From an optimization exercise on the open Yosys and OpenROAD flow, aimed at small area, a short achievable clock period and few clock cycles per item; shortcuts taken in it are not production practice.
The RTL was checked by simulation tests, not by an equivalence proof against the original design.
Power and IR drop assume default switching activity.

<file path="flow/run.sh">
#!/bin/bash
# synth_recipe.tcl (not shown) runs the flow's synth.tcl, then flattens the netlist and writes it again
# the make line also repeats each setting of config.mk as NAME=value (left out here)
make -C /OpenROAD-flow-scripts/flow DESIGN_CONFIG=/design/flow/config.mk WORK_HOME=/design/flow/orfs CLKGATE_MAP_FILE= SYNTH_SCRIPT=/design/flow/synth_recipe.tcl finish
</file>
<file path="flow/config.mk">
export PLATFORM = sky130hd
export DESIGN_NAME = sobel_top
export DESIGN_NICKNAME = sobel_top
export VERILOG_FILES = /design/flow/design.v
export SDC_FILE = /design/flow/constraint.sdc
export NUM_CORES = 4
export LEC_CHECK = 0
export CAP_MARGIN = 20
export CORE_MARGIN = 2
export CORE_UTILIZATION = 40
export SLEW_MARGIN = 20
</file>
<file path="flow/constraint.sdc">
create_clock -name core_clock -period 5.5 [get_ports {clk}]
set_input_delay 1.1000 -clock core_clock [delete_from_list [all_inputs] [get_ports {clk}]]
set_output_delay 1.1000 -clock core_clock [all_outputs]
set_load 0.01 [all_outputs]
</file>
<file path="flow/design.v">
package sobel_pkg;
    typedef logic [11:0] rgb_t;
    typedef logic [3:0] luma_t;
    typedef logic signed [7:0] grad_t;
    typedef logic [12:0] mag_t;
    typedef logic [3:0] margin_t;
    typedef logic [7:0] apb_addr_t;
    typedef logic [31:0] apb_data_t;
    localparam apb_addr_t REG_CTRL       = 8'h00;
    localparam apb_addr_t REG_THRESH     = 8'h04;
    localparam apb_addr_t REG_MARGIN     = 8'h08;
    localparam apb_addr_t REG_STATUS     = 8'h0C;
    localparam apb_addr_t REG_EDGE_COUNT = 8'h10;
    localparam mag_t THRESH_RESET = 13'd3000;
endpackage
`timescale 1ns/1ps
import sobel_pkg::*;
module sobel_apb_regs (
    input  logic                 clk,
    input  logic                 rst_n,
    input  logic                 psel,
    input  logic                 penable,
    input  logic                 pwrite,
    input  sobel_pkg::apb_addr_t paddr,
    input  sobel_pkg::apb_data_t pwdata,
    output sobel_pkg::apb_data_t prdata,
    output logic                 pready,
    output logic                 pslverr,
    input  logic                 frame_done,
    input  logic [31:0]          edge_count,
    output logic                 frame_start,
    output sobel_pkg::mag_t      threshold,
    output sobel_pkg::margin_t   margin
);
    logic        busy;
    logic        done;
    logic [31:0] last_count;
    logic        access;
    logic        mapped;
    logic        cfg_addr;
    logic        wr_ok;
    logic        start_req;
    assign access   = psel && penable;
    assign pready   = 1'b1;
    assign mapped   = (paddr == REG_CTRL) || (paddr == REG_THRESH) || (paddr == REG_MARGIN)
                   || (paddr == REG_STATUS) || (paddr == REG_EDGE_COUNT);
    assign cfg_addr = (paddr == REG_CTRL) || (paddr == REG_THRESH) || (paddr == REG_MARGIN);
    assign pslverr = access && (!mapped || (pwrite && busy && cfg_addr));
    assign wr_ok     = access && pwrite && !pslverr;
    assign start_req = wr_ok && (paddr == REG_CTRL) && pwdata[0];
    always_comb begin
        prdata = '0;
        case (paddr)
            REG_THRESH:     prdata = {19'd0, threshold};
            REG_MARGIN:     prdata = {28'd0, margin};
            REG_STATUS:     prdata = {30'd0, done, busy};
            REG_EDGE_COUNT: prdata = last_count;
            default:        prdata = '0;
        endcase
    end
    always_ff @(posedge clk or negedge rst_n) begin
        if (!rst_n) begin
            threshold <= THRESH_RESET;
            margin    <= '0;
        end else if (wr_ok) begin
            if (paddr == REG_THRESH) begin
                threshold <= pwdata[12:0];
            end
            if (paddr == REG_MARGIN) begin
                margin <= pwdata[3:0];
            end
        end
    end
    always_ff @(posedge clk or negedge rst_n) begin
        if (!rst_n) begin
            frame_start <= 1'b0;
            busy        <= 1'b0;
            done        <= 1'b0;
            last_count  <= '0;
        end else begin
            frame_start <= start_req;
            if (start_req) begin
                busy <= 1'b1;
                done <= 1'b0;
            end else if (frame_done) begin
                busy       <= 1'b0;
                done       <= 1'b1;
                last_count <= edge_count;
            end
        end
    end
endmodule
`timescale 1ns/1ps
import sobel_pkg::*;
module sobel_window_fetch #(
    parameter int IMG_WIDTH  = 640,
    parameter int IMG_HEIGHT = 480,
    parameter int ADDR_W     = 19
) (
    input  logic              clk,
    input  logic              rst_n,
    input  logic              frame_start,
    output logic              src_rd_en,
    output logic [ADDR_W-1:0] src_addr,
    input  sobel_pkg::rgb_t   src_data,
    output logic              win_valid,
    output sobel_pkg::luma_t  w0,
    output sobel_pkg::luma_t  w1,
    output sobel_pkg::luma_t  w2,
    output sobel_pkg::luma_t  w3,
    output sobel_pkg::luma_t  w4,
    output sobel_pkg::luma_t  w5,
    output sobel_pkg::luma_t  w6,
    output sobel_pkg::luma_t  w7,
    output sobel_pkg::luma_t  w8,
    output logic [15:0]       win_x,
    output logic [15:0]       win_y
);
    typedef enum logic [1:0] {
        IDLE,
        READ,
        DRAIN
    } fetch_state_e;
    localparam logic [ADDR_W-1:0] ROW    = ADDR_W'(IMG_WIDTH);
    localparam logic [ADDR_W-1:0] ONE    = ADDR_W'(1);
    localparam logic [15:0]       X_LAST = 16'(IMG_WIDTH - 2);
    localparam logic [15:0]       Y_LAST = 16'(IMG_HEIGHT - 2);
    fetch_state_e      state;
    logic [3:0]        tap;
    logic [15:0]       cx;
    logic [15:0]       cy;
    logic [ADDR_W-1:0] ctr_addr;
    logic              rd_vld;
    logic [3:0]        rd_tap;
    logic [15:0]       rd_x;
    logic [15:0]       rd_y;
    sobel_pkg::luma_t             luma;
    sobel_pkg::luma_t             win [0:8];
    always_ff @(posedge clk or negedge rst_n) begin
        if (!rst_n) begin
            state    <= IDLE;
            tap      <= '0;
            cx       <= '0;
            cy       <= '0;
            ctr_addr <= '0;
        end else begin
            case (state)
                IDLE: begin
                    if (frame_start) begin
                        state    <= READ;
                        tap      <= '0;
                        cx       <= 16'd1;
                        cy       <= 16'd1;
                        ctr_addr <= ROW + ONE;
                    end
                end
                READ: begin
                    if (tap == 4'd8) begin
                        tap <= '0;
                        if (cx == X_LAST) begin
                            cx       <= 16'd1;
                            cy       <= cy + 16'd1;
                            ctr_addr <= ctr_addr + ADDR_W'(3);
                            if (cy == Y_LAST) begin
                                state <= DRAIN;
                            end
                        end else begin
                            cx       <= cx + 16'd1;
                            ctr_addr <= ctr_addr + ONE;
                        end
                    end else begin
                        tap <= tap + 4'd1;
                    end
                end
                DRAIN: begin
                    if (rd_vld && rd_tap == 4'd8) begin
                        state <= IDLE;
                    end
                end
                default: state <= IDLE;
            endcase
        end
    end
    assign src_rd_en = (state == READ);
    always_comb begin
        case (tap)
            4'd0:    src_addr = ctr_addr - ROW - ONE;
            4'd1:    src_addr = ctr_addr - ROW;
            4'd2:    src_addr = ctr_addr - ROW + ONE;
            4'd3:    src_addr = ctr_addr - ONE;
            4'd4:    src_addr = ctr_addr;
            4'd5:    src_addr = ctr_addr + ONE;
            4'd6:    src_addr = ctr_addr + ROW - ONE;
            4'd7:    src_addr = ctr_addr + ROW;
            default: src_addr = ctr_addr + ROW + ONE;
        endcase
    end
    assign luma = (src_data[11:8] >> 2) + (src_data[7:4] >> 1)
                + (src_data[7:4] >> 3) + (src_data[3:0] >> 3);
    always_ff @(posedge clk or negedge rst_n) begin
        if (!rst_n) begin
            rd_vld    <= 1'b0;
            rd_tap    <= '0;
            win_valid <= 1'b0;
        end else begin
            rd_vld    <= src_rd_en;
            win_valid <= rd_vld && (rd_tap == 4'd8);
            if (src_rd_en) begin
                rd_tap <= tap;
            end
        end
    end
    always_ff @(posedge clk) begin
        if (src_rd_en) begin
            rd_x <= cx;
            rd_y <= cy;
        end
        if (rd_vld) begin
            win[rd_tap] <= luma;
            if (rd_tap == 4'd8) begin
                win_x <= rd_x;
                win_y <= rd_y;
            end
        end
    end
    assign w0 = win[0];
    assign w1 = win[1];
    assign w2 = win[2];
    assign w3 = win[3];
    assign w4 = win[4];
    assign w5 = win[5];
    assign w6 = win[6];
    assign w7 = win[7];
    assign w8 = win[8];
endmodule
`timescale 1ns/1ps
import sobel_pkg::*;
module sobel_gradient (
    input  logic             clk,
    input  logic             rst_n,
    input  logic             win_valid,
    input  sobel_pkg::luma_t w0,
    input  sobel_pkg::luma_t w1,
    input  sobel_pkg::luma_t w2,
    input  sobel_pkg::luma_t w3,
    input  sobel_pkg::luma_t w4,
    input  sobel_pkg::luma_t w5,
    input  sobel_pkg::luma_t w6,
    input  sobel_pkg::luma_t w7,
    input  sobel_pkg::luma_t w8,
    input  logic [15:0]      win_x,
    input  logic [15:0]      win_y,
    output logic             mag_valid,
    output sobel_pkg::mag_t  mag,
    output logic [15:0]      mag_x,
    output logic [15:0]      mag_y
);
    logic [7:0]         left;
    logic [7:0]         right;
    logic [7:0]         top;
    logic [7:0]         bottom;
    sobel_pkg::grad_t              gx;
    sobel_pkg::grad_t              gy;
    logic               grad_valid;
    logic [15:0]        grad_x;
    logic [15:0]        grad_y;
    logic signed [15:0] gx_sq;
    logic signed [15:0] gy_sq;
    always_comb begin
        left   = {4'd0, w0} + {3'd0, w3, 1'b0} + {4'd0, w6};
        right  = {4'd0, w2} + {3'd0, w5, 1'b0} + {4'd0, w8};
        top    = {4'd0, w0} + {3'd0, w1, 1'b0} + {4'd0, w2};
        bottom = {4'd0, w6} + {3'd0, w7, 1'b0} + {4'd0, w8};
    end
    assign gx_sq = gx * gx;
    assign gy_sq = gy * gy;
    always_ff @(posedge clk or negedge rst_n) begin
        if (!rst_n) begin
            grad_valid <= 1'b0;
            mag_valid  <= 1'b0;
        end else begin
            grad_valid <= win_valid;
            mag_valid  <= grad_valid;
        end
    end
    always_ff @(posedge clk) begin
        gx     <= left - right;
        gy     <= top - bottom;
        grad_x <= win_x;
        grad_y <= win_y;
        mag    <= gx_sq[12:0] + gy_sq[12:0];
        mag_x  <= grad_x;
        mag_y  <= grad_y;
    end
endmodule
`timescale 1ns/1ps
import sobel_pkg::*;
module sobel_edge_writer #(
    parameter int IMG_WIDTH  = 640,
    parameter int IMG_HEIGHT = 480,
    parameter int ADDR_W     = 19
) (
    input  logic               clk,
    input  logic               rst_n,
    input  logic               frame_start,
    input  logic               mag_valid,
    input  sobel_pkg::mag_t    mag,
    input  logic [15:0]        mag_x,
    input  logic [15:0]        mag_y,
    input  sobel_pkg::mag_t    threshold,
    input  sobel_pkg::margin_t margin,
    output logic               edge_we,
    output logic [ADDR_W-1:0]  edge_addr,
    output logic               edge_bit,
    output logic               frame_done,
    output logic [31:0]        edge_count
);
    localparam logic [15:0] X_MAX  = 16'(IMG_WIDTH - 1);
    localparam logic [15:0] Y_MAX  = 16'(IMG_HEIGHT - 1);
    localparam logic [15:0] X_LAST = 16'(IMG_WIDTH - 2);
    localparam logic [15:0] Y_LAST = 16'(IMG_HEIGHT - 2);
    logic [15:0] m16;
    logic [15:0] x_hi;
    logic [15:0] y_hi;
    logic        in_margin;
    logic        is_edge;
    logic        is_last;
    logic        last_wr;
    logic [31:0] lin_addr;
    assign m16  = {12'd0, margin};
    assign x_hi = X_MAX - m16;
    assign y_hi = Y_MAX - m16;
    assign in_margin = (mag_x < m16) || (mag_x > x_hi)
                    || (mag_y < m16) || (mag_y > y_hi);
    assign is_edge   = (mag > threshold) && !in_margin;
    assign is_last   = (mag_x == X_LAST) && (mag_y == Y_LAST);
    assign lin_addr = mag_y * IMG_WIDTH + mag_x;
    always_ff @(posedge clk) begin
        if (mag_valid) begin
            edge_addr <= lin_addr[ADDR_W-1:0];
            edge_bit  <= is_edge;
        end
    end
    always_ff @(posedge clk or negedge rst_n) begin
        if (!rst_n) begin
            edge_we    <= 1'b0;
            last_wr    <= 1'b0;
            frame_done <= 1'b0;
            edge_count <= '0;
        end else begin
            edge_we    <= mag_valid;
            last_wr    <= mag_valid && is_last;
            frame_done <= last_wr;
            if (frame_start) begin
                edge_count <= '0;
            end else if (edge_we && edge_bit) begin
                edge_count <= edge_count + 32'd1;
            end
        end
    end
endmodule
`timescale 1ns/1ps
import sobel_pkg::*;
module sobel_top #(
    parameter int IMG_WIDTH  = 160,
    parameter int IMG_HEIGHT = 120,
    parameter int ADDR_W     = 15
) (
    input  logic                 clk,
    input  logic                 rst_n,
    input  logic                 psel,
    input  logic                 penable,
    input  logic                 pwrite,
    input  sobel_pkg::apb_addr_t paddr,
    input  sobel_pkg::apb_data_t pwdata,
    output sobel_pkg::apb_data_t prdata,
    output logic                 pready,
    output logic                 pslverr,
    output logic                 src_rd_en,
    output logic [ADDR_W-1:0]    src_addr,
    input  sobel_pkg::rgb_t      src_data,
    output logic                 edge_we,
    output logic [ADDR_W-1:0]    edge_addr,
    output logic                 edge_bit
);
    logic        frame_start;
    logic        frame_done;
    logic [31:0] edge_count;
    sobel_pkg::mag_t        threshold;
    sobel_pkg::margin_t     margin;
    logic        win_valid;
    sobel_pkg::luma_t       w0, w1, w2, w3, w4, w5, w6, w7, w8;
    logic [15:0] win_x;
    logic [15:0] win_y;
    logic        mag_valid;
    sobel_pkg::mag_t        mag;
    logic [15:0] mag_x;
    logic [15:0] mag_y;
    sobel_apb_regs u_apb_regs (
        .clk         (clk),
        .rst_n       (rst_n),
        .psel        (psel),
        .penable     (penable),
        .pwrite      (pwrite),
        .paddr       (paddr),
        .pwdata      (pwdata),
        .prdata      (prdata),
        .pready      (pready),
        .pslverr     (pslverr),
        .frame_done  (frame_done),
        .edge_count  (edge_count),
        .frame_start (frame_start),
        .threshold   (threshold),
        .margin      (margin)
    );
    sobel_window_fetch #(
        .IMG_WIDTH  (IMG_WIDTH),
        .IMG_HEIGHT (IMG_HEIGHT),
        .ADDR_W     (ADDR_W)
    ) u_window_fetch (
        .clk         (clk),
        .rst_n       (rst_n),
        .frame_start (frame_start),
        .src_rd_en   (src_rd_en),
        .src_addr    (src_addr),
        .src_data    (src_data),
        .win_valid   (win_valid),
        .w0          (w0),
        .w1          (w1),
        .w2          (w2),
        .w3          (w3),
        .w4          (w4),
        .w5          (w5),
        .w6          (w6),
        .w7          (w7),
        .w8          (w8),
        .win_x       (win_x),
        .win_y       (win_y)
    );
    sobel_gradient u_gradient (
        .clk       (clk),
        .rst_n     (rst_n),
        .win_valid (win_valid),
        .w0        (w0),
        .w1        (w1),
        .w2        (w2),
        .w3        (w3),
        .w4        (w4),
        .w5        (w5),
        .w6        (w6),
        .w7        (w7),
        .w8        (w8),
        .win_x     (win_x),
        .win_y     (win_y),
        .mag_valid (mag_valid),
        .mag       (mag),
        .mag_x     (mag_x),
        .mag_y     (mag_y)
    );
    sobel_edge_writer #(
        .IMG_WIDTH  (IMG_WIDTH),
        .IMG_HEIGHT (IMG_HEIGHT),
        .ADDR_W     (ADDR_W)
    ) u_edge_writer (
        .clk         (clk),
        .rst_n       (rst_n),
        .frame_start (frame_start),
        .mag_valid   (mag_valid),
        .mag         (mag),
        .mag_x       (mag_x),
        .mag_y       (mag_y),
        .threshold   (threshold),
        .margin      (margin),
        .edge_we     (edge_we),
        .edge_addr   (edge_addr),
        .edge_bit    (edge_bit),
        .frame_done  (frame_done),
        .edge_count  (edge_count)
    );
endmodule
</file>
==> out/results.env <==
POST_SYNTH_INSTANCE_AREA_UM2=21400
TOTAL_LEAKAGE_POWER_nW=10.6
LAYOUT_CELLS_SIZED_ABOVE_1=0.0853
POST-SYNTH-TOP-COUNT-CELL='sky130_fd_sc_hd__inv_1'
POST-SYNTH-TOP-AREA-FRACTION=0.165
ROUTED_VIA_DENSITY=5.15
DRT-TOTAL-WL_UM=46700
SEQ_AREA_FRAC_SYNTH=0.417
FINAL.SETUP.WORST_SLACK_PS=181
POST_SYNTH.CELL_AREA_AVG_UM2=10.5
RSZ0062_AT_GRT='no'
DRV_CAP=0
PRE_CTS_SLACK_PS=111
DIE_AREA_UM2=55300
SETUP_VIOL=0
SYNTH_CELLS=2030
DRT.ANTENNA.VIOLATING_NETS=0
LAYOUT.CELLS.NON_FILLER=2858
GRT_MAX_DEGREE=64
GLOBAL_ROUTE.OVERFLOW_TOTAL=0
IO-PIN-COUNT=124
CTSLONGESTPATHBUFFERS=3
DETAILEDROUTE.FIRSTITERATIONVIOLATIONS=841
STD_CELL_ROWS=84
FIN_SETUP_TNS_PS=0
CP-END-KIND='output port'
DP_HPWL_UM=35800
FLOW.AREA_GROWTH_FROM_SYNTHESIS_PCT=14.8
DETAILEDROUTE.FIRSTPASSITERATIONCOUNT=8
SETUP_SKEW_AFTER_LAYOUT_PS=20.7
ROUTABILITYCONGESTION=0.851
SYNTH_SEQ_CELLS=352
STARTING_DENSITY_OF_THE_CORE=0.406
ARRIVAL_TIME_OF_DATA_AT_THE_CRITICAL_PATH_ENDPOINT_PS=4220
NETLIST_TOP_CELLS_AREA='sky130_fd_sc_hd__dfrtp_1, sky130_fd_sc_hd__edfxtp_1, sky130_fd_sc_hd__fa_1, sky130_fd_sc_hd__ha_1, sky130_fd_sc_hd__dfxtp_1'
NUMPORTBUFFERS=97
VIA_COUNT_OF_THE_ROUTED_DESIGN=14700
SYNTH.DISTINCT_CELLS=79
TIGHTESTPINTRANSITION_PS=1060
MOST_INSTANTIATED_FLIP_FLOP_CELL_IN_THE_SYNTHESIS_NETLIST='sky130_fd_sc_hd__dfrtp_1'
DRT_DRC_VIOLATIONS_LEFT=0
CRIT_FANOUT=6
GROUTE.USAGE.OVERALL=0.169
WORSTSETUPPATHTYPE='reg -> out'
CLOCK_TREE.HTREE_LEVEL_COUNT=2
GLOBAL_ROUTE_WIRE_LENGTH_BEFORE_REPAIR_UM=77300
YS_ASYNC_RST_SHARE=0.420
PLACED_CELLS_INCL_TAPS=2786
LARGESTREGISTERS='u_apb_regs.last_count: 32 flops, u_edge_writer.edge_count: 32 flops, u_window_fetch.win: 32 flops'
FINALWORSTPATHREQUIREDPERIOD_PS=5320
LARGEST_AREA_CONTRIBUTOR_IN_THE_NETLIST='sky130_fd_sc_hd__dfrtp_1'
FIN_NETS=2468
RRSETUPSLACK_PS=310
MAXCLOCKFREQUENCY_GHz=0.188
WORST_IR_DROP_VDD_uV=184
NUMCLOCKSINKS=352
POWER_DENSITY_nW_PER_UM2=260
CP_DATA_REQUIRED_TIME_PS=4400
FINAL-MAX-SLEW-VIOLATION-COUNT=0
HOLD_PATH.CLASS='reg -> reg'
CLOCK_TREE_FROM_TRITONCTS='built'
YOSYS-TOP-CELLS-COUNT='sky130_fd_sc_hd__inv_1, sky130_fd_sc_hd__ha_1, sky130_fd_sc_hd__dfrtp_1'
DRT-WIRELENGTH-PER-CELL_UM=16.3
TIMING.MAX_SLEW.REL_SLACK=0.286
SYNTH_EDF_COUNT=112
CLOCK_BUFFER_COUNT_FROM_CTS=37
CLOCK_LATENCY_ON_THE_WORST_SKEW_PAIR_PS=540
NUMBER_OF_ANTENNA_VIOLATIONS_AT_THE_FIRST_CHECK_IN_GLOBAL_ROUTING=0
STARTPOINT_TYPE='register'
P_TOTAL_mW=6.37
WHS_PS=321
FINAL_MIN_PERIOD_OVER_CLOCK_PERIOD=0.967
FIRST_GLOBAL_VIAS=14800
TIMING.FINAL.HOLD_VIOLATIONS=0
DIE_H_UM=235
CTS_ROOT_BUFFER='sky130_fd_sc_hd__clkbuf_16'
DESIGN.CORE.AREA_UM2=52700
N_ANTENNA_CELL=0
POSTCTSHOLDBUFS=0
CLKTRANSATPATHREGS_PS=60
DIE_W_UM=235
STATUS='no timing/DRC/antenna violations'
SYNTHESIS.NETS=2357
YOSYSWARNINGCOUNT=4
[cell families (layout without fill, tap and decap cells)]
| group | after synthesis | after routing | share of synthesized area |
|---|---|---|---|
| AND/OR/NAND/NOR | 564 | 564 | 0.135 |
| flip-flops | 352 | 352 | 0.417 |
| AO/OA/AOI/OAI | 342 | 342 | 0.104 |
| buffers and inverters | 280 | 420 | 0.0506 |
| adder cells (fa/ha/maj) | 270 | 270 | 0.197 |
| XOR/XNOR | 171 | 171 | 0.0701 |
| multiplexers | 50 | 50 | 0.0259 |
| other | 1 | 1 | 0.000176 |
[metrics by stage]
| step | cell area (um2) | utilization |
|---|---|---|
| after global placement | 23200 | 0.441 |
| after CTS | 24500 | 0.465 |
| after detailed placement | 23200 | 0.441 |
| after floorplan | 21400 | - |
| final | 24500 | 0.466 |
| after global routing | 24500 | 0.466 |
[layout make-up]
cell class                      instances  area, um2
Clock buffer                           55       1080
Clock inverter                         13        171
Fill cell                            4805      28100
Inverter                              212        803
Multi-Input combinational cell       1398      11400
Sequential cell                       352       8920
Tap cell                              688        861
Timing Repair Buffer                  140       1290
[cell usage in the layout (no fill, tap or decap), types with 96 or more instances in the layout]
master	instances
sky130_fd_sc_hd__dfrtp_1	140
sky130_fd_sc_hd__inv_1	209
sky130_fd_sc_hd__ha_1	160
sky130_fd_sc_hd__nor2_1	130
sky130_fd_sc_hd__nand2_1	137
sky130_fd_sc_hd__clkdlybuf4s50_1	96
sky130_fd_sc_hd__edfxtp_1	112
sky130_fd_sc_hd__xnor2_1	107
sky130_fd_sc_hd__fa_1	110
[layer usage]
metal / GRT usage / vias up / part of all wire
met4: 0.0428 / 0 / 0.018
met1: 0.230 / 7154 / 0.47
met3: 0.0233 / 57 / 0.040
met2: 0.284 / 303 / 0.47
li1: - / 7194 / -
met5: 0 / - / 0
[power by group]
| group | switching, mW | leakage (nW) | internal (mW) | total, mW |
|---|---|---|---|---|
| combinational | 0.579 | 6.27 | 0.511 | 1.09 |
| sequential | 0.0223 | 3.72 | 2.75 | 2.77 |
| clock | 1.00 | 0.597 | 1.51 | 2.51 |
| total | 1.60 | 10.6 | 4.77 | 6.37 |
[worst max-delay path, cell delays in order, from the launching register on]
cell and delay (ps):
sky130_fd_sc_hd__dfrtp_1 450, sky130_fd_sc_hd__inv_1 130, sky130_fd_sc_hd__ha_1 300, sky130_fd_sc_hd__nand2_2 220
sky130_fd_sc_hd__clkinvlp_4 220, sky130_fd_sc_hd__buf_4 200, sky130_fd_sc_hd__buf_4 140, sky130_fd_sc_hd__ha_1 320
sky130_fd_sc_hd__mux2_2 370, sky130_fd_sc_hd__a222oi_1 310, sky130_fd_sc_hd__o221ai_1 170, sky130_fd_sc_hd__a21oi_1 180
sky130_fd_sc_hd__o211ai_1 140, sky130_fd_sc_hd__clkdlybuf4s50_1 520
[path summary, 6_finish.rpt]
path,startpoint,endpoint,cells past startpoint
worst min-delay path,u_gradient.grad_y[3],u_gradient.mag_y[3],0
worst max register to register,u_gradient.gx[0],u_gradient.mag[12],17
max in group asynchronous,rst_n,u_edge_writer.edge_count[28],2
worst max-delay path,u_window_fetch.tap[0],src_addr[13],13
min in group asynchronous,rst_n,u_window_fetch.cx[11],1
worst min register to register,u_gradient.grad_y[3],u_gradient.mag_y[3],0
[timing repair]
action                                  in CTS  in global routing
hold endpoints to repair                     0                  0
buffers inserted                             3                  1
endpoints found under the setup margin       3                  7
gates resized for setup                      2                 12
Testbench counts, summed over its fixed seeds: cycles 2,685,072, frames 16.

==> afterwards: timing with drivers on the ports <==
Ports are ideal in the flow. The routed layout listed here was re-timed in OpenROAD. Step 1 (the two cells are an assumption about what drives the block):
set clk [get_ports {clk}]
set_driving_cell -lib_cell sky130_fd_sc_hd__clkbuf_16 $clk
set_driving_cell -lib_cell sky130_fd_sc_hd__buf_2 [delete_from_list [all_inputs] $clk]
Step 2 adds t to the input delays and takes it off the output delays; t is the mean of the earliest and latest rising clock arrival at the registers after step 1. Input paths then give back, and output paths get back, about the clock's delay inside the block. a / b / c = ideal ports / drivers / drivers and shift; a / b = the first two.
t (ns): 0.579
slack for setup (ns): 0.181 / 0.130 / 0.311
latest minus earliest clock arrival (ns): 0.023 / 0.023
After both steps setup and hold are still met in this run. The setup slack of this run moves by -0.051 ns with the drivers and by +0.130 ns with both steps.
